Context: an optimization exercise on an open-source flow, tuned for small area, a short achievable clock period and few clock cycles. The choices shown serve that exercise and are no tape-out recipe. Function was checked by simulation only, so behaviour that the tests miss may differ from the original. No activity file was given, so power comes from the tool's default toggle rates.

<file path="design/flow/config.mk">
export PLATFORM = sky130hd
export DESIGN_NAME = mips_top
export DESIGN_NICKNAME = mips_top
export VERILOG_FILES = /design/flow/design.v
export SDC_FILE = /design/flow/constraint.sdc
export NUM_CORES = 4
export LEC_CHECK = 0
export ABC_CLOCK_PERIOD_IN_PS = 1000
export CAP_MARGIN = 20
export CORE_MARGIN = 2
export CORE_UTILIZATION = 55
export SETUP_SLACK_MARGIN = 2.6
export SLEW_MARGIN = 20
export BUFFER_PORTS_ARGS = -buffer_cell sky130_fd_sc_hd__buf_2
</file>
<file path="design/flow/constraint.sdc">
create_clock -name core_clock -period 5.5 [get_ports {clk}]
set_input_delay 1.1000 -clock core_clock [delete_from_list [all_inputs] [get_ports {clk}]]
set_output_delay 1.1000 -clock core_clock [all_outputs]
set_load 0.01 [all_outputs]
</file>
<file path="design/flow/design.v">
package isa_pkg;
   typedef logic [31:0] word_t;
   typedef logic [4:0]  reg_addr_t;
   typedef logic [5:0]  opcode_t;
   typedef logic [5:0]  funct_t;
   typedef logic [15:0] imm_t;
   localparam opcode_t OP_SPECIAL = 6'h00;
   localparam opcode_t OP_ADDIU   = 6'h09;
   localparam opcode_t OP_ORI     = 6'h0d;
   localparam opcode_t OP_LUI     = 6'h0f;
   localparam opcode_t OP_LW      = 6'h23;
   localparam opcode_t OP_SW      = 6'h2b;
   localparam funct_t FN_ADDU = 6'h21;
   localparam funct_t FN_SUBU = 6'h23;
   localparam funct_t FN_AND  = 6'h24;
   localparam funct_t FN_OR   = 6'h25;
   localparam funct_t FN_XOR  = 6'h26;
   localparam funct_t FN_SLT  = 6'h2a;
endpackage
package pipe_pkg;
   localparam logic [2:0] ALU_ADD = 3'b000;
   localparam logic [2:0] ALU_SUB = 3'b001;
   localparam logic [2:0] ALU_SLT = 3'b011;
   localparam logic [2:0] ALU_AND = 3'b100;
   localparam logic [2:0] ALU_OR  = 3'b101;
   localparam logic [2:0] ALU_XOR = 3'b110;
   localparam logic [2:0] ALU_B   = 3'b111;
endpackage
`timescale 1ns/1ns
module decoder (
   input  logic [31:0] instr_i,
   output logic        a_en_o,      
   output logic        b_en_o,      
   output logic        use_imm_o,
   output logic [31:0] imm_o,
   output logic        we_o,        
   output logic [4:0]  dest_o,
   output logic        load_o,
   output logic        store_o,
   output logic [2:0]  alu_op_o
);
   logic [5:0] op, fn;
   logic [4:0] rs, rt, rd;
   logic       r_ok, is_r, is_addiu, is_ori, is_lui, is_lw, is_sw;
   assign op = instr_i[31:26];
   assign fn = instr_i[5:0];
   assign rs = instr_i[25:21];
   assign rt = instr_i[20:16];
   assign rd = instr_i[15:11];
   always_comb begin
      r_ok = 1'b1;
      alu_op_o = pipe_pkg::ALU_ADD;
      case (fn)
         isa_pkg::FN_ADDU: alu_op_o = pipe_pkg::ALU_ADD;
         isa_pkg::FN_SUBU: alu_op_o = pipe_pkg::ALU_SUB;
         isa_pkg::FN_AND:  alu_op_o = pipe_pkg::ALU_AND;
         isa_pkg::FN_OR:   alu_op_o = pipe_pkg::ALU_OR;
         isa_pkg::FN_XOR:  alu_op_o = pipe_pkg::ALU_XOR;
         isa_pkg::FN_SLT:  alu_op_o = pipe_pkg::ALU_SLT;
         default:          r_ok = 1'b0;
      endcase
      is_r     = (op == isa_pkg::OP_SPECIAL) && r_ok;
      is_addiu = (op == isa_pkg::OP_ADDIU);
      is_ori   = (op == isa_pkg::OP_ORI);
      is_lui   = (op == isa_pkg::OP_LUI);
      is_lw    = (op == isa_pkg::OP_LW);
      is_sw    = (op == isa_pkg::OP_SW);
      if (is_ori) alu_op_o = pipe_pkg::ALU_OR;
      if (is_lui) alu_op_o = pipe_pkg::ALU_B;
      if (is_addiu || is_lw || is_sw) alu_op_o = pipe_pkg::ALU_ADD;
   end
   assign a_en_o    = (is_r || is_addiu || is_ori || is_lw || is_sw) && rs != 5'd0;
   assign b_en_o    = (is_r || is_sw) && rt != 5'd0;
   assign use_imm_o = !is_r;
   assign imm_o     = is_lui ? {instr_i[15:0], 16'h0000}
                    : is_ori ? {16'h0000, instr_i[15:0]}
                    : {{16{instr_i[15]}}, instr_i[15:0]};
   assign dest_o    = is_r ? rd : rt;
   assign we_o      = (is_r || is_addiu || is_ori || is_lui || is_lw) && dest_o != 5'd0;
   assign load_o    = is_lw;
   assign store_o   = is_sw;
endmodule
`timescale 1ns/1ns
module reg_file (
   input  logic        clk,
   input  logic        rst,
   input  logic [31:1] sel_a_i,
   input  logic [31:1] sel_b_i,
   output logic [31:0] rdata_a_o,
   output logic [31:0] rdata_b_o,
   input  logic        we_i,
   input  logic [4:0]  waddr_i,
   input  logic [31:0] wdata_i
);
   logic [31:0] regs [1:31];
   logic [31:0] wd;
   assign wd = rst ? 32'd0 : wdata_i;
   always_ff @(posedge clk) begin
      for (int i = 1; i < 32; i++) begin
         if (rst || (we_i && waddr_i == 5'(i))) begin
            regs[i] <= wd;
         end
      end
   end
   always_comb begin
      rdata_a_o = '0;
      rdata_b_o = '0;
      for (int i = 1; i < 32; i++) begin
         rdata_a_o = rdata_a_o | (regs[i] & {32{sel_a_i[i]}});
         rdata_b_o = rdata_b_o | (regs[i] & {32{sel_b_i[i]}});
      end
   end
endmodule
`timescale 1ns/1ns
module hazard_unit (
   input  logic [4:0] rs_i,
   input  logic [4:0] rt_i,
   input  logic       a_en_i,
   input  logic       b_en_i,
   input  logic       use_imm_i,
   input  logic       ex_we_i,       
   input  logic [4:0] ex_dest_i,
   input  logic       mem_we_i,      
   input  logic [4:0] mem_dest_i,
   output logic       fa_ex_o,       
   output logic       fb_ex_o,       
   output logic       fsd_ex_o,      
   output logic       fa_mem_o,      
   output logic       fb_mem_o       
);
   logic a_ex, b_ex;
   assign a_ex     = a_en_i && ex_we_i && ex_dest_i == rs_i;
   assign b_ex     = b_en_i && ex_we_i && ex_dest_i == rt_i;
   assign fa_ex_o  = a_ex;
   assign fb_ex_o  = b_ex && !use_imm_i;
   assign fsd_ex_o = b_ex;
   assign fa_mem_o = mem_we_i && mem_dest_i == rs_i;
   assign fb_mem_o = mem_we_i && mem_dest_i == rt_i;
endmodule
`timescale 1ns/1ns
module alu (
   input  logic [2:0]  op_i,
   input  logic [31:0] a_i,
   input  logic [31:0] b_i,
   output logic [15:0] lo_o,
   output logic        c16_o,
   output logic [15:0] hi0_o,    
   output logic [15:0] hi1_o,    
   output logic [31:0] lres_o
);
   assign {c16_o, lo_o} = {1'b0, a_i[15:0]} + {1'b0, b_i[15:0]};
   logic [15:0] hp, hg, gg [0:4], pp [0:4];
   assign hp = a_i[31:16] ^ b_i[31:16];
   assign hg = a_i[31:16] & b_i[31:16];
   always_comb begin
      gg[0] = hg;
      pp[0] = hp;
      for (int l = 0; l < 4; l++) begin
         for (int i = 0; i < 16; i++) begin
            if ((i >> l) & 1) begin
               gg[l+1][i] = gg[l][i] | (pp[l][i] & gg[l][((i >> l) << l) - 1]);
               pp[l+1][i] = pp[l][i] & pp[l][((i >> l) << l) - 1];
            end else begin
               gg[l+1][i] = gg[l][i];
               pp[l+1][i] = pp[l][i];
            end
         end
      end
   end
   assign hi0_o = hp ^ {gg[4][14:0], 1'b0};
   assign hi1_o = hp ^ {gg[4][14:0] | pp[4][14:0], 1'b1};
   always_comb begin
      case (op_i[1:0])
         2'b00:   lres_o = a_i & b_i;
         2'b01:   lres_o = a_i | b_i;
         2'b10:   lres_o = a_i ^ b_i;
         default: lres_o = b_i;
      endcase
   end
endmodule
`timescale 1ns/1ns
module pipe_core (
   input  logic        clk,
   input  logic        rst,
   input  logic        run_i,
   input  logic        run_n_i,      
   input  logic [31:0] stop_pc_i,
   input  logic [31:0] stop_pc_n_i,  
   output logic        drained_o,
   input  logic        dbg_next_i,   
   input  logic [4:0]  dbg_addr_i,
   input  logic        dbg_now_i,    
   output logic [31:0] dbg_data_o,
   output logic [31:0] inst_addr_o,
   input  logic [31:0] inst_data_i,
   output logic        data_en_o,
   output logic [3:0]  data_wen_o,
   output logic [31:0] data_addr_o,
   output logic [31:0] data_wdata_o,
   input  logic [31:0] data_rdata_i
);
   logic [31:2] pc;           
   logic        d_valid;
   logic [31:2] d_pc;         
   logic [31:0] d_instr;
   logic [31:1] sel_a, sel_b;  
   logic        ok_q;         
   logic        e_valid, e_we, e_load, e_store;
   logic [2:0]  e_op;
   logic [4:0]  e_dest;
   logic [31:0] e_a, e_b, e_sd;
   logic        m_valid, m_we, m_load, m_en, m_wr;
   logic [4:0]  m_dest;
   logic [31:0] m_sd;
   logic [15:0] m_lo, m_hi0, m_hi1;
   logic        m_c16;
   logic        m_c16a, m_c16b;
   logic        m_inv;     
   logic        m_slt, m_sa, m_sb;   
   logic [31:0] m_sum, m_val;
   logic        m_less;
   logic d_go, d_free;
   logic lu_q;    
   assign d_go   = d_valid && ok_q && !dbg_now_i && !lu_q;
   assign d_free = !d_valid || d_go;
   assign inst_addr_o = {pc, 2'b00};
   function automatic logic [31:1] onehot(input logic [4:0] r);
      for (int i = 1; i < 32; i++) onehot[i] = (r == 5'(i));
   endfunction
   always_ff @(posedge clk) begin
      if (rst) begin
         pc      <= '0;
         d_valid <= 1'b0;
      end else if (d_free) begin
         pc      <= pc + 30'd1;
         d_valid <= 1'b1;
      end
      if (d_free) begin
         d_instr <= inst_data_i;
         d_pc    <= pc;
      end
   end
   always_ff @(posedge clk) begin
      if (dbg_next_i) begin
         sel_a <= onehot(dbg_addr_i);
      end else if (d_free) begin
         sel_a <= onehot(inst_data_i[25:21]);
      end else begin
         sel_a <= onehot(d_instr[25:21]);
      end
      if (d_free) sel_b <= onehot(inst_data_i[20:16]);
   end
   logic [31:2] d_pc_n;
   assign d_pc_n = d_free ? pc : d_pc;
   always_ff @(posedge clk) begin
      if (rst) ok_q <= 1'b0;
      else     ok_q <= run_n_i && d_pc_n != stop_pc_n_i[31:2];
   end
   logic        a_en, b_en, use_imm, we, load, store;
   logic [31:0] imm;
   logic [4:0]  dest;
   logic [2:0]  op;
   logic [31:0] rf_a, rf_b, m_fwd;
   logic [31:0] lres;
   logic [15:0] s_lo, s_hi0, s_hi1;
   logic        s_c16, sub_d;
   logic        fa_ex, fb_ex, fsd_ex, fa_mem, fb_mem;
   logic [31:0] a_n, b_n, sd_n;
   logic        p_ld, p_sum, p_log, p_slt;
   decoder u_decoder (
      .instr_i   (d_instr),
      .a_en_o    (a_en),
      .b_en_o    (b_en),
      .use_imm_o (use_imm),
      .imm_o     (imm),
      .we_o      (we),
      .dest_o    (dest),
      .load_o    (load),
      .store_o   (store),
      .alu_op_o  (op)
   );
   reg_file u_reg_file (
      .clk       (clk),
      .rst       (rst),
      .sel_a_i   (sel_a),
      .sel_b_i   (sel_b),
      .rdata_a_o (rf_a),
      .rdata_b_o (rf_b),
      .we_i      (m_we),
      .waddr_i   (m_dest),
      .wdata_i   (m_fwd)
   );
   assign dbg_data_o = rf_a;
   hazard_unit u_hazard_unit (
      .rs_i       (d_instr[25:21]),
      .rt_i       (d_instr[20:16]),
      .a_en_i     (a_en),
      .b_en_i     (b_en),
      .use_imm_i  (use_imm),
      .ex_we_i    (e_we),
      .ex_dest_i  (e_dest),
      .mem_we_i   (m_we),
      .mem_dest_i (m_dest),
      .fa_ex_o    (fa_ex),
      .fb_ex_o    (fb_ex),
      .fsd_ex_o   (fsd_ex),
      .fa_mem_o   (fa_mem),
      .fb_mem_o   (fb_mem)
   );
   assign m_sum  = {m_c16 ? m_hi1 : m_hi0, m_lo};
   assign m_less = (m_sa ^ m_sb) ? m_sa : !m_sum[31];
   assign m_val  = m_slt ? {31'd0, m_less} : m_sum ^ {32{m_inv}};
   assign m_fwd  = m_load ? data_rdata_i : m_val;
   assign p_ld  = e_load;
   assign p_sum = !e_op[2] && !e_op[1] && !e_load;
   assign p_log = e_op[2] && !e_load;
   assign p_slt = !e_op[2] && e_op[1] && !e_load;
   logic       nx_a_en, nx_b_en, nx_use_imm, nx_we, nx_load, nx_store;
   logic [31:0] nx_imm;
   logic [4:0] nx_dest;
   logic [2:0] nx_op;
   decoder u_next_decoder (
      .instr_i   (inst_data_i),
      .a_en_o    (nx_a_en),
      .b_en_o    (nx_b_en),
      .use_imm_o (nx_use_imm),
      .imm_o     (nx_imm),
      .we_o      (nx_we),
      .dest_o    (nx_dest),
      .load_o    (nx_load),
      .store_o   (nx_store),
      .alu_op_o  (nx_op)
   );
   always_ff @(posedge clk) begin
      if (rst) lu_q <= 1'b0;
      else     lu_q <= d_go && we && !op[2]
                       && ((nx_a_en && inst_data_i[25:21] == dest)
                           || (nx_b_en && inst_data_i[20:16] == dest));
   end
   logic [31:0] a_o, sd_o;
   assign a_o  = (fa_ex && p_log) ? lres : fa_mem ? m_fwd : rf_a;
   assign sd_o = (fsd_ex && p_log) ? lres : fb_mem ? m_fwd : rf_b;
   assign sub_d = !op[2] && op[0];
   assign a_n   = a_o ^ {32{sub_d}};
   assign sd_n  = sd_o;
   assign b_n   = use_imm ? imm : sd_o;
   always_ff @(posedge clk) begin
      if (rst) begin
         e_valid <= 1'b0;
         e_we    <= 1'b0;
         e_load  <= 1'b0;
         e_store <= 1'b0;
      end else begin
         e_valid <= d_go;
         e_we    <= d_go && we;
         e_load  <= d_go && load;
         e_store <= d_go && store;
      end
      e_op     <= op;
      e_dest   <= dest;
      e_a      <= a_n;
      e_b      <= b_n;
      e_sd     <= sd_n;
   end
   alu u_alu (
      .op_i     (e_op),
      .a_i      (e_a),
      .b_i      (e_b),
      .lo_o     (s_lo),
      .c16_o    (s_c16),
      .hi0_o    (s_hi0),
      .hi1_o    (s_hi1),
      .lres_o   (lres)
   );
   always_ff @(posedge clk) begin
      if (rst) begin
         m_valid <= 1'b0;
         m_we    <= 1'b0;
         m_en    <= 1'b0;
         m_wr    <= 1'b0;
      end else begin
         m_valid <= e_valid;
         m_we    <= e_we;
         m_en    <= e_load || e_store;
         m_wr    <= e_store;
      end
      m_load <= e_load;
      m_dest <= e_dest;
      m_lo   <= e_op[2] ? lres[15:0] : s_lo;
      m_hi0  <= e_op[2] ? lres[31:16] : s_hi0;
      m_hi1  <= s_hi1;
      m_c16  <= !e_op[2] && s_c16;
      m_c16a <= s_c16;
      m_c16b <= (e_load || e_store) && s_c16;
      m_inv  <= !e_op[2] && !e_op[1] && e_op[0];
      m_slt  <= !e_op[2] && e_op[1];
      m_sa   <= !e_a[31];    
      m_sb   <= e_b[31];
      m_sd   <= e_sd;
   end
   assign data_en_o    = m_en;
   assign data_wen_o   = {4{m_wr}};
   assign data_addr_o  = {m_c16a ? m_hi1[15:10] : m_hi0[15:10],
                          m_c16b ? m_hi1[9:5]   : m_hi0[9:5],
                          m_c16  ? m_hi1[4:0]   : m_hi0[4:0],
                          m_lo};
   assign data_wdata_o = m_sd;
   assign drained_o = d_valid && d_pc == stop_pc_i[31:2] && !e_valid;
endmodule
`timescale 1ns/1ns
module cfg_regs (
   input  logic        clk,
   input  logic        rst,
   input  logic        psel_i,
   input  logic        penable_i,
   input  logic        pwrite_i,
   input  logic [7:0]  paddr_i,
   input  logic [31:0] pwdata_i,
   output logic [31:0] prdata_o,
   output logic        pready_o,
   output logic        pslverr_o,
   output logic        run_o,
   output logic        run_n_o,
   output logic [31:0] stop_pc_o,
   output logic [31:0] stop_pc_n_o,
   input  logic        drained_i,
   output logic        dbg_next_o,
   output logic [4:0]  dbg_addr_o,
   output logic        dbg_now_o,
   input  logic [31:0] dbg_data_i
);
   logic        a_ctrl_q, a_stop_q, a_stat_q, a_win_q;
   logic        access, wr_ctrl, wr_stop;
   logic [31:0] rd_mux;
   assign access     = psel_i && penable_i;
   assign pready_o   = 1'b1;
   assign pslverr_o  = 1'b0;
   assign wr_ctrl = access && pwrite_i && a_ctrl_q;
   assign wr_stop = access && pwrite_i && a_stop_q;
   assign run_n_o     = wr_ctrl ? pwdata_i[0] : run_o;
   assign stop_pc_n_o = wr_stop ? pwdata_i : stop_pc_o;
   assign dbg_next_o = psel_i && !penable_i && !pwrite_i && paddr_i[7];
   assign dbg_addr_o = paddr_i[6:2];
   always_ff @(posedge clk) begin
      if (psel_i && !penable_i) begin
         a_ctrl_q <= paddr_i == 8'h00;
         a_stop_q <= paddr_i == 8'h04;
         a_stat_q <= paddr_i == 8'h08;
         a_win_q  <= paddr_i[7];
      end
      if (rst) begin
         run_o     <= 1'b0;
         stop_pc_o <= 32'hffff_fffc;
         dbg_now_o <= 1'b0;
      end else begin
         run_o     <= run_n_o;
         stop_pc_o <= stop_pc_n_o;
         dbg_now_o <= dbg_next_o;
      end
   end
   assign rd_mux = ({32{a_win_q}}  & dbg_data_i)
                 | ({32{a_stop_q}} & stop_pc_o)
                 | {31'b0, (a_ctrl_q && run_o) || (a_stat_q && drained_i)};
   always_ff @(posedge clk) begin
      if (access && !pwrite_i) prdata_o <= rd_mux;
   end
endmodule
`timescale 1ns/1ns
module mips_top (
   input  logic       clk,
   input  logic       rst,
   output isa_pkg::word_t      inst_addr_o,
   input  isa_pkg::word_t      inst_data_i,
   output logic       data_en_o,
   output logic [3:0] data_wen_o,
   output isa_pkg::word_t      data_addr_o,
   output isa_pkg::word_t      data_wdata_o,
   input  isa_pkg::word_t      data_rdata_i,
   input  logic       psel_i,
   input  logic       penable_i,
   input  logic       pwrite_i,
   input  logic [7:0] paddr_i,
   input  isa_pkg::word_t      pwdata_i,
   output isa_pkg::word_t      prdata_o,
   output logic       pready_o,
   output logic       pslverr_o
);
   logic        run, run_n, drained, dbg_next, dbg_now;
   logic [31:0] stop_pc, stop_pc_n, dbg_data;
   logic [4:0]  dbg_addr;
   pipe_core u_pipe_core (
      .clk          (clk),
      .rst          (rst),
      .run_i        (run),
      .run_n_i      (run_n),
      .stop_pc_i    (stop_pc),
      .stop_pc_n_i  (stop_pc_n),
      .drained_o    (drained),
      .dbg_next_i   (dbg_next),
      .dbg_addr_i   (dbg_addr),
      .dbg_now_i    (dbg_now),
      .dbg_data_o   (dbg_data),
      .inst_addr_o  (inst_addr_o),
      .inst_data_i  (inst_data_i),
      .data_en_o    (data_en_o),
      .data_wen_o   (data_wen_o),
      .data_addr_o  (data_addr_o),
      .data_wdata_o (data_wdata_o),
      .data_rdata_i (data_rdata_i)
   );
   cfg_regs u_cfg_regs (
      .clk         (clk),
      .rst         (rst),
      .psel_i      (psel_i),
      .penable_i   (penable_i),
      .pwrite_i    (pwrite_i),
      .paddr_i     (paddr_i),
      .pwdata_i    (pwdata_i),
      .prdata_o    (prdata_o),
      .pready_o    (pready_o),
      .pslverr_o   (pslverr_o),
      .run_o       (run),
      .run_n_o     (run_n),
      .stop_pc_o   (stop_pc),
      .stop_pc_n_o (stop_pc_n),
      .drained_i   (drained),
      .dbg_next_o  (dbg_next),
      .dbg_addr_o  (dbg_addr),
      .dbg_now_o   (dbg_now),
      .dbg_data_i  (dbg_data)
   );
endmodule
</file>
<file path="design/flow/flow/run.sh">
#!/bin/bash
# The standard layout, with the port buffers made of buf_2 cells
# instead of the default delay buffers.
set -e
echo 'export BUFFER_PORTS_ARGS = -buffer_cell sky130_fd_sc_hd__buf_2' >> config.mk
bash standard.sh > standard.log 2>&1
</file>
<file path="design/flow/standard.sh">
#!/bin/bash
# synth_recipe.tcl (not shown) runs the flow's synth.tcl, then flattens the netlist and writes it again
# the make line also repeats each setting of config.mk as NAME=value (left out here)
make -C /OpenROAD-flow-scripts/flow DESIGN_CONFIG=/design/flow/config.mk WORK_HOME=/design/flow/orfs CLKGATE_MAP_FILE= SYNTH_SCRIPT=/design/flow/synth_recipe.tcl "${@:-finish}"
</file>
==> results of run 1 <==
==> state kept, by name, indices dropped and copies added (netlist names), 32 cells and up <==
register / cells
u_pipe_core.u_reg_file.regs: 992
u_cfg_regs.prdata_o: 32
u_cfg_regs.stop_pc_o: 32
u_pipe_core.d_instr: 32
u_pipe_core.e_a: 32
u_pipe_core.e_b: 32
u_pipe_core.e_sd: 32
u_pipe_core.m_sd: 32
==> cells by family after synthesis <==
kind of cell,after synthesis,share of synthesized area (%)
adder cells (fa/ha/maj),70,1.50
XOR/XNOR,205,2.95
other,2,0.0123
flip-flops,1423,64.7
multiplexers,166,3.52
buffers and inverters,434,2.85
AND/OR/NAND/NOR,912,7.75
AO/OA/AOI/OAI,1347,16.7
==> worst max-delay path by stage <==
stage                                              endpoint                              start  depth (start not counted)  slack, ns
2_1_floorplan  u_pipe_core.u_reg_file.regs[28][0]$_DFFE_PP_      u_pipe_core.m_dest[3]$_DFF_P_                          3       1.72
3_3_place_gp                     u_pipe_core.e_b[1]$_DFF_P_      u_pipe_core.m_dest[0]$_DFF_P_                          7       1.28
3_5_place_dp                     u_pipe_core.e_b[5]$_DFF_P_      u_pipe_core.m_dest[1]$_DFF_P_                          7       1.81
4_1_cts                         u_pipe_core.e_a[29]$_DFF_P_  u_pipe_core.d_instr[27]$_DFFE_PP_                          7       2.58
5_1_grt                         u_pipe_core.e_a[15]$_DFF_P_  u_pipe_core.d_instr[25]$_DFFE_PP_                          7       2.53
6_report                         u_pipe_core.e_b[4]$_DFF_P_    u_pipe_core.sel_b[13]$_DFFE_PP_                          9       2.56
==> per-stage QoR <==
stage | util, % | hold slack, ns
after floorplan | - | 0.310
after global placement | 58.4 | 0.312
after detailed placement | 58.5 | 0.313
after CTS | 63.4 | 0.326
after global routing | 63.9 | 0.334
final | 63.9 | 0.326
==> per-layer routing <==
layer | vias up | routed length (um)
met2 | 5775 | 111000
met1 | 24200 | 93600
li1 | 18900 | -
met3 | 1563 | 51900
met5 | - | 456
met4 | 12 | 22800
==> where the power goes <==
group	total (mW)	switching (mW)	internal [mW]	leakage, nW
Sequential	16.0	1.49	14.5	13.8
Combinational	6.52	4.41	2.10	9.21
Clock	10.4	4.35	6.08	2.42
==> area by class of cell <==
class,count,area (sq um),share of cell area (%)
multi-input combinational,2708,20500,29.1
clock buffer,192,4100,5.82
tap,1488,1860,2.64
antenna,12,30.0,0.0426
inverter,127,479,0.680
sequential,1423,39500,56.1
timing repair buffer,448,3050,4.33
clock inverter,77,902,1.28
==> critical path: stages (launching register included) <==
cell and delay [ns]:
edfxtp_1 0.37, buf_4 0.25, buf_6 0.32, a222oi_1 0.48, nand4_1 0.16, nor3_1 0.25, buf_4 0.25, a21oi_1 0.12
mux2_2 0.36, a22o_1 0.25
==> repair_timing <==
action / CTS / global route
pin swaps: 10 / 9
endpoints found under the setup margin: 489 / 793
buffers inserted: 17 / 18
cloned: 2 / 2
gates resized for setup: 76 / 91
==> layout by cell type (no fill, tap or decap), types with 134 or more instances in the layout <==
cell	netlist	routed
a22oi_1	783	783
buf_2	19	238
buf_4	11	159
clkbuf_16	0	154
dfxtp_1	332	290
edfxtp_1	1091	1091
nand2_1	164	151
nand3_1	134	134
nand4_1	172	172
nor2_1	222	211
==> flow_summary.ini, run 1 <==
[clock_network]
root_buffer = clkbuf_16
cts.sinks = 1423
clock_path_buffers = 3
clkTransAtPathRegs_ns = 0.06
htreeDepth = 4
tritoncts = done
insertion_delay_ns = 0.78
cts-buffers-inserted = 148
postCtsHoldBufs = 0

[grt]
antenna_found_initial = 10
busiest_layer = met2
grt_pass1_vias = 46000
track_usage_pct = 48.2
grt_start_max_net_pins = 62
grt_use_met2_pct = 65.9
grt_pass1_wl_um = 372000
overflow = 0
grt_util_met1_pct = 60.8
use_met3_pct = 24.5

[synthesis]
synth-seq-cells = 1423
ys_seq_area_share_pct = 64.7
yosysMostFrequentCell = edfxtp_1
synth_commonest_cells = 1091 x edfxtp_1, 783 x a22oi_1, 332 x dfxtp_1
yosys.area.top_type = edfxtp_1
synthCells = 4559
yosysWarnings = 8
yosys_most_used_dff = edfxtp_1
synthArstFlopShare_pct = 0
synth_top_area_share_pct = 53.8
ys_types = 88
synth_edf_count = 1091
synth_area_leaders = edfxtp_1 54%, dfxtp_1 11%, a22oi_1 9.7%, xnor2_1 1.9%, nand4_1 1.8%
syn-cell-area_sq_um = 60900
avgSynthCellArea_sq_um = 13.4

[timing]
skew_ns = 0.0294
finalCritPeriodShare_pct = 53.4
rsz0062_at_grt = true
setup_viol = 0
drv_slew = 0
min_period_ns = 2.94
setup_tns_ns = 0
max_freq_mhz = 341
max_slew_margin_pct = 24.2
tightest_slew_ns = 1.14
hold_viol = 0
fin_ws_ns = 2.56

[die]
rows = 122
die_h_um = 337
die-area_sq_um = 113000
pin_count = 244
start_util_pct = 55.3
die_x_um = 337
core_area_sq_um = 110000

[worst_hold_path]
hp-class = flip-flop to flip-flop
holdCritStartpoint = u_pipe_core.e_sd[27]$_DFF_P_
holdPathEnd = u_pipe_core.m_sd[27]$_DFF_P_
worstHoldPathCells = 0

[run_status]
status = no timing/DRC/antenna violations

[setup_path]
start_kind = flip-flop
cp.arrival_ns = 3.59
required_ns = 6.15
rrSetupSlack_ns = 2.56
path_class = flip-flop to flip-flop
worstSetupEndpointType = flip-flop
cp_max_fo = 23
reg2reg_from = u_pipe_core.sel_b[13]$_DFFE_PP_
r2r.worst_path.cells = 9
rr_endpoint = u_pipe_core.e_b[4]$_DFF_P_

[run]
maxCapViolCount = 0

[power_and_ir_drop]
p_leak_nw = 25.4
finalPower_mw = 32.9
powerDensity_nw_per_um2 = 468
ir_worst_vdd_uv = 299

[placement]
dp_slack_ns = 1.81
placed_cells = 6154
io_buffers = 239
gp_congestion = 0.984
place_area_sq_um = 64400
dp_hpwl_um = 163000

[finish]
fill_cells = 8392
stdcell_count = 6475
drive_gt1_share_pct = 19.2
nets = 5035
final_cell_area_sq_um = 70400
area_growth_pct = 15.6

[route]
routed_via_density = 7.79
wirelength_um = 280000
wl_per_cell_um = 43.2
route.vias.total = 50400
drt-initial-drc-count = 12100
ant_nets = 0
drc = 0
first_pass_iters = 9
Testbench counts, summed over its fixed seeds: cycles 6,806.
==> inputs of run 2 (changes only) <==
--- a/design/flow/config.mk
+++ b/design/flow/config.mk
@@ -8,7 +8,7 @@
 export ABC_CLOCK_PERIOD_IN_PS = 1000
 export CAP_MARGIN = 20
 export CORE_MARGIN = 2
-export CORE_UTILIZATION = 55
+export CORE_UTILIZATION = 50
 export SETUP_SLACK_MARGIN = 2.6
 export SLEW_MARGIN = 20
 export BUFFER_PORTS_ARGS = -buffer_cell sky130_fd_sc_hd__buf_2
==> flow_summary.ini, run 2 <==
[finish]
final_common_cell = edfxtp_1
area_growth_pct = 16.4
post-route-util_pct = 58.4
fill_cells = 9744
largest_register = u_pipe_core.u_reg_file.regs
nets = 5060
drive_gt1_share_pct = 19.7
final_cell_area_sq_um = 70900
regArea_sq_um = 39500
multiInputGateArea_sq_um = 20600
largest_reg_flops = 992
final_cell_mix = 1091 x edfxtp_1, 783 x a22oi_1, 290 x dfxtp_1

[timing]
setup_tns_ns = 0
rsz0062_at_grt = true
finalCritPeriodShare_pct = 55.1
skew_ns = 0.0291
drv_slew = 0
min_period_ns = 3.03
holdWs_ns = 0.327
max_slew_margin_pct = 26.5
max_freq_mhz = 330
setup_viol = 0
hold_viol = 0
tightest_slew_ns = 1.10

[power_and_ir_drop]
p_leak_nw = 25.6
finalPower_mw = 33.3
ir_worst_vdd_uv = 376
powerDensity_nw_per_um2 = 470

[setup_path]
cp.arrival_ns = 3.68
worstSetupEndpointType = flip-flop
critPathMaxStageDelay_ns = 0.55
cp.buffers_inverters = 2
slowest_stage = nor2_1
cp_common_cell = buf_4
cpLargestDelayFamily = simple AND/OR/NAND/NOR gates
path_class = flip-flop to flip-flop
start_kind = flip-flop
worstPathCellList = buf_4 -> buf_4 -> a22oi_1 -> nand4_1 -> nor2_1 -> a31oi_1 -> mux2_2 -> nand2_1 -> o21ai_0
required_ns = 6.15
cp_max_fo = 21

[grt]
grt_pass1_vias = 46500
grt_start_max_net_pins = 62
track_usage_pct = 43.8
overflow = 0
antenna_found_initial = 10
grt_pass1_wl_um = 377000

[synthesis]
ys_types = 88
synth_top_area_share_pct = 53.8
synth_commonest_cells = 1091 x edfxtp_1, 783 x a22oi_1, 332 x dfxtp_1
synthArstFlopShare_pct = 0
yosys.area.top_type = edfxtp_1
synth_area_leaders = edfxtp_1 54%, dfxtp_1 11%, a22oi_1 9.7%, xnor2_1 1.9%, nand4_1 1.8%
synth_edf_count = 1091
synthCells = 4559
yosysWarnings = 8
yosys_most_used_dff = edfxtp_1
synth-seq-cells = 1423
yosysMostFrequentCell = edfxtp_1
avgSynthCellArea_sq_um = 13.4
syn-cell-area_sq_um = 60900
ys_seq_area_share_pct = 64.7

[placement]
dp_hpwl_um = 173000
io_buffers = 239
gp_congestion = 1.00
place_area_sq_um = 64800

[clock_network]
insertion_delay_ns = 0.82
htreeDepth = 4
clkTransAtPathRegs_ns = 0.06
postCtsHoldBufs = 0
root_buffer = clkbuf_16
cts.sinks = 1423
tritoncts = done
cts-buffers-inserted = 151
clock_path_buffers = 3

[route]
routed_via_density = 7.54
wl_met2_um = 112000
drt-initial-drc-count = 11500
highest_layer = met5
dr_wl_met3_um = 48800
ant_nets = 0
drc = 0
first_pass_iters = 13
wl_per_cell_um = 42.3
wirelength_um = 281000
route.vias.total = 50100
met1_length_um = 95900

[die]
core_area_sq_um = 121000
die_x_um = 353
pin_count = 244
die_h_um = 353
start_util_pct = 50.2
rows = 128
die-area_sq_um = 125000

[worst_hold_path]
hp-class = flip-flop to flip-flop

[run]
maxCapViolCount = 0

[run_status]
status = no timing/DRC/antenna violations
==> run 2: cell counts after synthesis <==
Identical to the previous run, type by type.
==> run 2: cells by family after synthesis <==
kind of cell / count (synthesis) / share of synthesized area (%)
XOR/XNOR: 205 / 2.95
buffers and inverters: 434 / 2.85
multiplexers: 166 / 3.52
adder cells (fa/ha/maj): 70 / 1.50
flip-flops: 1423 / 64.7
other: 2 / 0.0123
AND/OR/NAND/NOR: 912 / 7.75
AO/OA/AOI/OAI: 1347 / 16.7
==> run 2: worst paths after layout <==
| kind | slack, ns | cells past startpoint | to | startpoint |
|---|---|---|---|---|
| max | 2.47 | 9 | u_pipe_core.e_b[6]$_DFF_P_ | u_pipe_core.sel_b[19]$_DFFE_PP_ |
| min | 0.33 | 0 | u_pipe_core.m_sd[3]$_DFF_P_ | u_pipe_core.e_sd[3]$_DFF_P_ |
| max reg2reg | 2.47 | 9 | u_pipe_core.e_b[6]$_DFF_P_ | u_pipe_core.sel_b[19]$_DFFE_PP_ |
| min reg2reg | 0.33 | 0 | u_pipe_core.m_sd[3]$_DFF_P_ | u_pipe_core.e_sd[3]$_DFF_P_ |
==> run 2: timing repair <==
| item | in CTS | in global routing |
|---|---|---|
| pin swaps | 21 | 16 |
| setup endpoints to repair | 874 | 275 |
| setup buffers | 35 | 10 |
| gates cloned | 3 | 0 |
| resized for setup | 96 | 77 |
==> run 2: area by class of cell <==
type | count | share of cell area, %
sequential | 1423 | 55.7
multi-input combinational | 2707 | 29.0
clock buffer | 213 | 6.01
timing repair buffer | 471 | 4.63
tap | 1625 | 2.87
clock inverter | 66 | 1.02
inverter | 127 | 0.676
antenna | 13 | 0.0459
==> run 2: layer usage <==
| layer | track usage (%) | vias up |
|---|---|---|
| met4 | 27.0 | 20 |
| met1 | 54.8 | 24200 |
| met3 | 20.8 | 1596 |
| met5 | 2.53 | - |
| met2 | 60.9 | 5363 |
| li1 | - | 18900 |
==> run 2: power by group <==
part | switching, mW | total [mW] | internal [mW]
Clock | 4.42 | 10.5 | 6.03
Combinational | 4.55 | 6.76 | 2.21
Sequential | 1.57 | 16.1 | 14.5
Total | 10.5 | 33.3 | 22.8
==> run 2: stage by stage <==
step,setup WS [ns],instances
6_report,2.47,6645
5_1_grt,2.48,6634
4_1_cts,2.50,6622
3_5_place_dp,1.68,6305
3_3_place_gp,1.77,6301
2_1_floorplan,1.72,4561
==> run 2: worst register-to-register path, cell delays in order, from the launching register on <==
cell and delay, ns:
edfxtp_1 0.36, buf_4 0.31, buf_4 0.40, a22oi_1 0.29, nand4_1 0.19, nor2_1 0.55
a31oi_1 0.27, mux2_2 0.35, nand2_1 0.07, o21ai_0 0.09
==> inputs of run 3 (changes only) <==
--- a/design/flow/config.mk
+++ b/design/flow/config.mk
@@ -8,7 +8,7 @@
 export ABC_CLOCK_PERIOD_IN_PS = 1000
 export CAP_MARGIN = 20
 export CORE_MARGIN = 2
-export CORE_UTILIZATION = 50
-export SETUP_SLACK_MARGIN = 2.6
+export CORE_UTILIZATION = 55
+export SETUP_SLACK_MARGIN = 2.7
 export SLEW_MARGIN = 20
 export BUFFER_PORTS_ARGS = -buffer_cell sky130_fd_sc_hd__buf_2
==> flow_summary.ini, run 3 <==
[synthesis]
ys_seq_area_share_pct = 64.7
synth-compound-area-share_pct = 16.7
synth_edf_count = 1091
synth-adder-area-share_pct = 1.50
synth.area.mux_share_pct = 3.52
ys_types = 88
synth_commonest_cells = 1091 x edfxtp_1, 783 x a22oi_1, 332 x dfxtp_1
synth-seq-cells = 1423
yosysWarnings = 8
synth_top_family_by_area = compound AO/OA/AOI/OAI gates
yosys.area_share.simple_pct = 7.75
synthArstFlopShare_pct = 0
avgSynthCellArea_sq_um = 13.4
synth_area_leaders = edfxtp_1 54%, dfxtp_1 11%, a22oi_1 9.7%, xnor2_1 1.9%, nand4_1 1.8%
syn-cell-area_sq_um = 60900
yosys.area.top_type = edfxtp_1
synthCells = 4559
synthXorXnorAreaFrac_pct = 2.95
yosysMostFrequentCell = edfxtp_1
yosys_most_used_dff = edfxtp_1
synth_top_area_share_pct = 53.8

[route]
routed_via_density = 7.81
drc = 0
wirelength_um = 281000
first_pass_iters = 11
wl_per_cell_um = 43.3
ant_nets = 0
drt-initial-drc-count = 12300
route.vias.total = 50800

[timing]
fin_ws_ns = 2.60
setup_viol = 0
drv_slew = 0
setup_tns_ns = 0
max_slew_margin_pct = 23.6
rsz0062_at_grt = true
skew_ns = 0.0465
min_period_ns = 2.90
hold_viol = 0
tightest_slew_ns = 1.15
max_freq_mhz = 345
holdWs_ns = 0.326
finalCritPeriodShare_pct = 52.8

[clock_network]
postCtsHoldBufs = 0
cts-buffers-inserted = 148
clkTransAtPathRegs_ns = 0.06
root_buffer = clkbuf_16
tritoncts = done
cts.sinks = 1423
clock_path_buffers = 3
insertion_delay_ns = 0.80
htreeDepth = 4

[die]
die_x_um = 337
core_area_sq_um = 110000
rows = 122
start_util_pct = 55.3
die-area_sq_um = 113000
pin_count = 244
die_h_um = 337

[setup_path]
slowest_stage = mux2_2
worstPathCellList = buf_12 -> mux2_2 -> buf_2
critPathMaxStageDelay_ns = 0.39
start_kind = flip-flop
reg2reg_from = u_pipe_core.sel_a[17]$_DFF_P_
rrSetupSlack_ns = 2.61
cp-startpoint = u_pipe_core.m_c16$_DFF_P_
required_ns = 4.40
cp_max_fo = 5
worstSetupEndpointType = output pin
path_class = flip-flop to output pin
cp.arrival_ns = 1.80

[finish]
largest_reg_flops = 992
nets = 5049
final_common_cell = edfxtp_1
final_cell_mix = 1091 x edfxtp_1, 783 x a22oi_1, 289 x dfxtp_1
largest_register = u_pipe_core.u_reg_file.regs
drive_gt1_share_pct = 19.8
area_growth_pct = 16.4

[power_and_ir_drop]
powerDensity_nw_per_um2 = 469
intPower_mw = 22.9
clkPwrFrac_pct = 31.6
combPwrFrac_pct = 20.2
swShare_pct = 31.2
power.switching_mw = 10.4
p_seq_share_pct = 48.2
ir_worst_vdd_uv = 396
p_leak_nw = 25.6
finalPower_mw = 33.2

[grt]
antenna_found_initial = 19
overflow = 0
grt_pass1_vias = 46000
grt_start_max_net_pins = 62
grt_pass1_wl_um = 374000
track_usage_pct = 48.5

[placement]
gp_congestion = 0.966
dp_hpwl_um = 161000
dp_slack_ns = 1.73
io_buffers = 239

[worst_hold_path]
hp-class = flip-flop to flip-flop
holdCritStartpoint = u_pipe_core.e_sd[6]$_DFF_P_

[run_status]
status = no timing/DRC/antenna violations

[run]
maxCapViolCount = 0
==> run 3: kinds of logic after synthesis <==
group / Yosys count
xor+xnor: 205
other cells: 2
compound gates: 1347
simple gates: 912
flops: 1423
mux: 166
buf+inv: 434
fa+ha+maj: 70
==> run 3: power by group through the flow <==
stage / Combinational, mW / Clock (mW) / Sequential [mW]
3_5_place_dp: 5.96 / 0 / 16.1
2_1_floorplan: 3.45 / 0 / 15.5
3_3_place_gp: 5.93 / 0 / 16.1
5_1_grt: 6.92 / 10.9 / 16.1
6_report: 6.72 / 10.5 / 16.0
4_1_cts: 6.14 / 10.5 / 15.9
==> run 3: path summary, 6_finish.rpt <==
kind,endpoint,cells after the start
worst min register to register,u_pipe_core.m_sd[6]$_DFF_P_,0
worst min-delay path,u_pipe_core.m_sd[6]$_DFF_P_,0
worst max-delay path,data_addr_o[16],3
worst max register to register,u_pipe_core.e_a[9]$_DFF_P_,7
==> run 3: stage by stage <==
stage          cells  utilization [%]  cell area (sq um)
6_report        6498             64.3              70900
5_1_grt         6484             64.3              70800
4_1_cts         6439             63.6              70000
3_5_place_dp    6136             58.3              64300
3_3_place_gp    6136             58.3              64300
2_1_floorplan   4561                -              61000
==> run 3: worst max-delay path, delay by kind of cell (launching register included) <==
kind	cells	cell delay (ns)
buffers and inverters	2	0.27
multiplexers	1	0.39
flip-flops	1	0.37
==> run 3: final cells by class <==
class,count,area (sq um)
Sequential cell,1423,39500
Fill cell,8311,39300
Multi-Input combinational cell,2709,20600
Clock buffer,191,4150
Timing Repair Buffer,461,3310
Tap cell,1488,1860
Clock inverter,78,891
Inverter,127,479
Antenna cell,21,52.6
==> run 3: metal layers <==
metal	GRT usage, %	vias to the layer above	wire, um
li1	-	18900	-
met1	60.6	24300	93300
met2	65.2	5871	111000
met3	26.2	1644	53700
met4	30.0	20	23400
met5	1.87	-	549
==> run 3: timing repair <==
action,4_1_cts,5_1_grt
gates resized for setup,114,113
endpoints found under the setup margin,936,260
pin swaps,11,15
gates cloned,4,3
buffers inserted,30,34
==> inputs of run 4 (changes only) <==
--- a/design/flow/config.mk
+++ b/design/flow/config.mk
@@ -9,6 +9,6 @@
 export CAP_MARGIN = 20
 export CORE_MARGIN = 2
 export CORE_UTILIZATION = 55
-export SETUP_SLACK_MARGIN = 2.7
+export SETUP_SLACK_MARGIN = 2.8
 export SLEW_MARGIN = 20
 export BUFFER_PORTS_ARGS = -buffer_cell sky130_fd_sc_hd__buf_2
==> flow_summary.ini, run 4 <==
[setup_path]
worstPathCellList = buf_12 -> mux2_4 -> buf_6
worstSetupEndpointType = output pin
path_class = flip-flop to output pin
cp.arrival_ns = 1.75
start_kind = flip-flop
rrSetupSlack_ns = 2.71
r2r.worst_path.cells = 7
rr_endpoint = u_pipe_core.e_b[21]$_DFF_P_
reg2reg_from = u_pipe_core.sel_b[27]$_DFFE_PP_
critPathMaxStageDelay_ns = 0.39
slowest_stage = dfxtp_4
cp_max_fo = 7
required_ns = 4.40

[timing]
max_slew_margin_pct = 29.7
setup_tns_ns = 0
min_period_ns = 2.85
setup_viol = 0
tightest_slew_ns = 1.05
finalCritPeriodShare_pct = 51.8
hold_viol = 0
skew_ns = 0.0326
drv_slew = 0
max_freq_mhz = 351
rsz0062_at_grt = true

[route]
drc = 0
wl_per_cell_um = 43.3
wirelength_um = 283000
first_pass_iters = 11
routed_via_density = 7.83
route.vias.total = 51200
ant_nets = 0
drt-initial-drc-count = 12400

[die]
die-area_sq_um = 113000
start_util_pct = 55.3
die_x_um = 337
core_area_sq_um = 110000
pin_count = 244
rows = 122
die_h_um = 337

[power_and_ir_drop]
p_leak_nw = 26.0
ir_worst_vdd_uv = 350
powerDensity_nw_per_um2 = 464

[synthesis]
synth_edf_count = 1091
yosysMostFrequentCell = edfxtp_1
yosys_most_used_dff = edfxtp_1
syn-cell-area_sq_um = 60900
ys_seq_area_share_pct = 64.7
synthArstFlopShare_pct = 0
yosysWarnings = 8
ys_types = 88
synth_top_area_share_pct = 53.8
synth_area_leaders = edfxtp_1 54%, dfxtp_1 11%, a22oi_1 9.7%, xnor2_1 1.9%, nand4_1 1.8%
avgSynthCellArea_sq_um = 13.4
yosys.area.top_type = edfxtp_1
synthCells = 4559
synth_commonest_cells = 1091 x edfxtp_1, 783 x a22oi_1, 332 x dfxtp_1
synth-seq-cells = 1423

[placement]
gp_congestion = 0.981
dp_hpwl_um = 159000
place_area_sq_um = 64300
io_buffers = 239
placed_cells = 6134

[clock_network]
root_buffer = clkbuf_16
clock_path_buffers = 3
tritoncts = done
postCtsHoldBufs = 0
cts.sinks = 1423
clkTransAtPathRegs_ns = 0.06
htreeDepth = 4
insertion_delay_ns = 0.79
cts-buffers-inserted = 149

[worst_hold_path]
worstHoldPathCells = 0
hp-class = flip-flop to flip-flop
holdPathEnd = u_pipe_core.m_sd[23]$_DFF_P_
holdCritStartpoint = u_pipe_core.e_sd[23]$_DFF_P_

[grt]
grt_start_max_net_pins = 45
grt_pass1_vias = 46600
antenna_found_initial = 19
overflow = 0
grt_pass1_wl_um = 377000
track_usage_pct = 48.7

[finish]
drive_gt1_share_pct = 21.0
regArea_sq_um = 39500
final_common_cell = edfxtp_1
final_cell_mix = 1091 x edfxtp_1, 783 x a22oi_1, 289 x dfxtp_1
fill_cells = 8329
stdcell_count = 6547
nets = 5098
post-route-util_pct = 65.2
area_growth_pct = 17.9
largest_register = u_pipe_core.u_reg_file.regs
multiInputGateArea_sq_um = 20900
largest_reg_flops = 992
final_cell_area_sq_um = 71800

[run_status]
status = no timing/DRC/antenna violations

[run]
maxCapViolCount = 0
-- run 4: cell types whose count changed in the layout (fill, tap and decap cells not counted), sizes merged --
cell      previous run  this run
buf                459       499
clkbuf             193       202
inv                131       138
bufinv              17        12
diode               21        16
bufbuf               0         2
clkinvlp             8         6
clkinv              49        50
nand2              166       167
o21ai               96        97
-- run 4: layer usage --
metal	up-vias	global-route usage [%]	wire length, um
li1	19100	-	-
met1	24500	60.7	93300
met2	5926	67.1	112000
met3	1755	24.5	51700
met4	24	29.4	25500
met5	-	3.74	465
-- run 4: worst max-delay path by stage --
stage / start / to / slack, ns
after floorplan: u_pipe_core.m_dest[3]$_DFF_P_ / u_pipe_core.u_reg_file.regs[25][0]$_DFFE_PP_ / 2.32
after global placement: rst / u_pipe_core.u_reg_file.regs[1][29]$_DFFE_PP_ / 1.67
after detailed placement: rst / u_pipe_core.u_reg_file.regs[1][5]$_DFFE_PP_ / 1.59
after CTS: u_pipe_core.m_we$_SDFF_PP0_ / u_pipe_core.u_reg_file.regs[12][22]$_DFFE_PP_ / 2.57
after global routing: u_pipe_core.m_c16$_DFF_P_ / data_addr_o[18] / 2.64
final: u_pipe_core.m_c16$_DFF_P_ / data_addr_o[18] / 2.65
-- run 4: worst max-delay path: cells and delay by family, from the launching register on --
family                 cells  cell delay [ns]
buffers and inverters      2             0.27
muxes                      1             0.32
DFF                        1             0.39
-- run 4: through the flow --
step | power, mW | hold WS [ns] | setup slack, ns
finish | 33.3 | 0.324 | 2.65
global route | 34.0 | 0.329 | 2.64
CTS | 32.5 | 0.325 | 2.57
detailed placement | 22.2 | 0.312 | 1.59
global placement | 22.2 | 0.311 | 1.67
floorplan | 18.9 | 0.310 | 2.32
-- run 4: timing repair --
action | in CTS | in global routing
pin swaps | 29 | 61
endpoints found under the setup margin | 1364 | 577
buffers inserted | 53 | 54
resized for setup | 212 | 158
gates cloned | 9 | 6
-- run 4: cell families (layout without fill, tap and decap cells) --
logic type	after synthesis	in the layout	synth area share (%)
simple gates	912	918	7.75
other cells	2	20	0.0123
fa+ha+maj	70	70	1.50
buf+inv	434	909	2.85
compound gates	1347	1348	16.7
mux	166	166	3.52
xor+xnor	205	205	2.95
flops	1423	1423	64.7
-- run 4: cell type report --
class	count	area share [%]
antenna	16	0.0558
clock buffer	196	5.65
clock inverter	79	1.08
inverter	127	0.671
multi-input combinational	2711	29.0
sequential	1423	55.0
tap	1488	2.59
timing repair buffer	507	5.90
-- run 4: report_power, final --
part	internal [mW]	total, mW	leakage (nW)	switching (mW)
sequential	14.5	16.1	13.8	1.55
combinational	2.39	7.05	9.85	4.65
clock	5.79	10.2	2.35	4.39
==> inputs of run 5 (changes only) <==
--- a/design/flow/config.mk
+++ b/design/flow/config.mk
@@ -9,6 +9,6 @@
 export CAP_MARGIN = 20
 export CORE_MARGIN = 2
 export CORE_UTILIZATION = 55
-export SETUP_SLACK_MARGIN = 2.8
+export SETUP_SLACK_MARGIN = 3.0
 export SLEW_MARGIN = 20
 export BUFFER_PORTS_ARGS = -buffer_cell sky130_fd_sc_hd__buf_2
==> flow_summary.ini, run 5 <==
[finish]
area_growth_pct = 23.2
final_common_cell = edfxtp_1
drive_gt1_share_pct = 26.7
fill_cells = 7944
final_cell_mix = 1091 x edfxtp_1, 750 x a22oi_1, 256 x dfxtp_1
largest_register = u_pipe_core.u_reg_file.regs
nets = 5267
largest_reg_flops = 992

[power_and_ir_drop]
powerDensity_nw_per_um2 = 447
finalPower_mw = 33.5
ir_worst_vdd_uv = 341
p_leak_nw = 27.4

[timing]
min_period_ns = 2.83
tightest_slew_ns = 1.03
max_slew_margin_pct = 31.1
hold_viol = 0
skew_ns = 0.0378
drv_slew = 0
max_freq_mhz = 353
setup_viol = 0
finalCritPeriodShare_pct = 51.5
rsz0062_at_grt = true
setup_tns_ns = 0

[setup_path]
cp.buffers_inverters = 2
cp.arrival_ns = 1.73
required_ns = 4.40
cpLargestDelayFamily = flip-flops
worstSetupEndpointType = output pin
path_class = flip-flop to output pin
slowest_stage = dfxtp_4
worstPathCellList = buf_8 -> mux2_4 -> buf_6
cp_max_fo = 6
start_kind = flip-flop
critPathMaxStageDelay_ns = 0.35

[route]
wl_per_cell_um = 44.4
route.vias.total = 52600
drc = 0
met1_length_um = 95300
drt-initial-drc-count = 13600
first_pass_iters = 15
routed_via_density = 7.83
dr_wl_met3_um = 55100
highest_layer = met5
wirelength_um = 298000
ant_nets = 0
wl_met2_um = 116000

[clock_network]
cts-buffers-inserted = 146
root_buffer = clkbuf_16
clock_path_buffers = 3
tritoncts = done
cts.sinks = 1423
postCtsHoldBufs = 0
htreeDepth = 4
insertion_delay_ns = 0.80
clkTransAtPathRegs_ns = 0.06

[die]
die-area_sq_um = 113000
pin_count = 244
start_util_pct = 55.3
rows = 122
core_area_sq_um = 110000
die_h_um = 337
die_x_um = 337

[synthesis]
avgSynthCellArea_sq_um = 13.4
synth_commonest_cells = 1091 x edfxtp_1, 783 x a22oi_1, 332 x dfxtp_1
synth-seq-cells = 1423
yosysMostFrequentCell = edfxtp_1
yosys.area.top_type = edfxtp_1
synth_area_leaders = edfxtp_1 54%, dfxtp_1 11%, a22oi_1 9.7%, xnor2_1 1.9%, nand4_1 1.8%
synth_edf_count = 1091
synthArstFlopShare_pct = 0
yosys_most_used_dff = edfxtp_1
syn-cell-area_sq_um = 60900
yosysWarnings = 8
ys_seq_area_share_pct = 64.7
ys_types = 88
synth_top_area_share_pct = 53.8
synthCells = 4559

[worst_hold_path]
hp-class = flip-flop to flip-flop

[grt]
track_usage_pct = 49.6
grt_pass1_wl_um = 382000
grt_start_max_net_pins = 56
grt_pass1_vias = 47200
overflow = 0
antenna_found_initial = 18

[placement]
dp_hpwl_um = 159000
gp_congestion = 0.970
io_buffers = 239

[run]
maxCapViolCount = 0

[run_status]
status = no timing/DRC/antenna violations
run 5: power by group:
group          total [mW]  internal (mW)  switching, mW
Clock                9.89           5.54           4.35
Sequential           16.0           14.5           1.53
Combinational        7.60           2.68           4.92
run 5: cell type report:
cell class,instances,area [sq um],share of cell area [%]
diodes,23,57.6,0.0767
clock buffers,199,4020,5.36
clock inverters,72,646,0.860
inverters,127,482,0.642
multi-input cells,2712,21700,29.0
flip-flops and latches,1423,39600,52.7
well taps,1488,1860,2.48
repair buffers,678,6670,8.88
run 5: kinds of logic after synthesis:
group	Yosys count	share of synthesized area, %
AO/OA/AOI/OAI	1347	16.7
AND/OR/NAND/NOR	912	7.75
flip-flops	1423	64.7
buffers and inverters	434	2.85
adder cells (fa/ha/maj)	70	1.50
multiplexers	166	3.52
other	2	0.0123
XOR/XNOR	205	2.95
run 5: layer usage:
metal  vias up  GRT usage, %
li1      19400             -
met1     25000          61.0
met2      6204          67.5
met3      2020          25.0
met4        24          34.3
met5         -          3.66
run 5: what timing repair did:
item                                    4_1_cts  5_1_grt
cloned                                       18       22
buffers inserted                            134      124
pin swaps                                    73      150
endpoints found under the setup margin     1878      601
endpoints found under the hold margin         0        0
gates resized for setup                     400      303
run 5: worst paths after layout:
check,startpoint,end,slack (ns),cells after the start
worst max-delay path,u_pipe_core.m_c16$_DFF_P_,data_addr_o[18],2.67,3
worst max register to register,u_pipe_core.sel_b[13]$_DFFE_PP_,u_pipe_core.e_b[8]$_DFF_P_,2.84,10
worst min-delay path,u_pipe_core.e_sd[29]$_DFF_P_,u_pipe_core.m_sd[29]$_DFF_P_,0.33,0
worst min register to register,u_pipe_core.e_sd[29]$_DFF_P_,u_pipe_core.m_sd[29]$_DFF_P_,0.33,0
run 5: metrics by stage:
step / hold slack (ns) / cells / instance area [sq um] / util, % / worst slack [ns]
after floorplan: 0.310 / 4561 / 61200 / - / 2.77
after global placement: 0.313 / 6126 / 64300 / 58.3 / 1.94
final: 0.325 / 6722 / 75000 / 68.1 / 2.67
after CTS: 0.324 / 6553 / 72100 / 65.4 / 2.65
after detailed placement: 0.313 / 6130 / 64400 / 58.4 / 1.89
after global routing: 0.329 / 6705 / 75000 / 68.0 / 2.65

## port drivers added, routing unchanged
In the flow no input, the clock included, has a driving cell. The finished layouts below were timed again as built, in two steps.
Step 1: set_driving_cell puts a clkbuf_16 on clk and a buf_2 on each other input, an assumption about the parent block.
Step 2 times the ports against the registers' clock, not the clock port: input delays grow and output delays shrink by t, the midpoint of the rising clock arrivals with the driver on.
Three values: ideal, step 1, step 2; two values: the first two.
run	shift t [ns]	setup slack, ns	worst hold slack (ns)	latest minus earliest clock arrival (ns)	cell pins on the clock port's net
run 1	0.846	2.563 / 2.558 / 2.110	0.326 / 0.326 / 0.326	0.031 / 0.032	1
run 2	0.879	2.468 / 2.468 / 1.849	0.327 / 0.327 / 0.327	0.034 / 0.034	1
run 3	0.849	2.598 / 2.525 / 1.974	0.326 / 0.326 / 0.326	0.047 / 0.047	1
run 4	0.857	2.652 / 2.572 / 1.958	0.324 / 0.324 / 0.324	0.034 / 0.033	1
run 5	0.849	2.667 / 2.592 / 2.263	0.325 / 0.325 / 0.325	0.044 / 0.043	1
After both steps setup and hold are still met in every run listed. For run 4, which loses most, drivers alone change the setup slack by -0.080 ns; drivers and shift together by -0.694 ns.
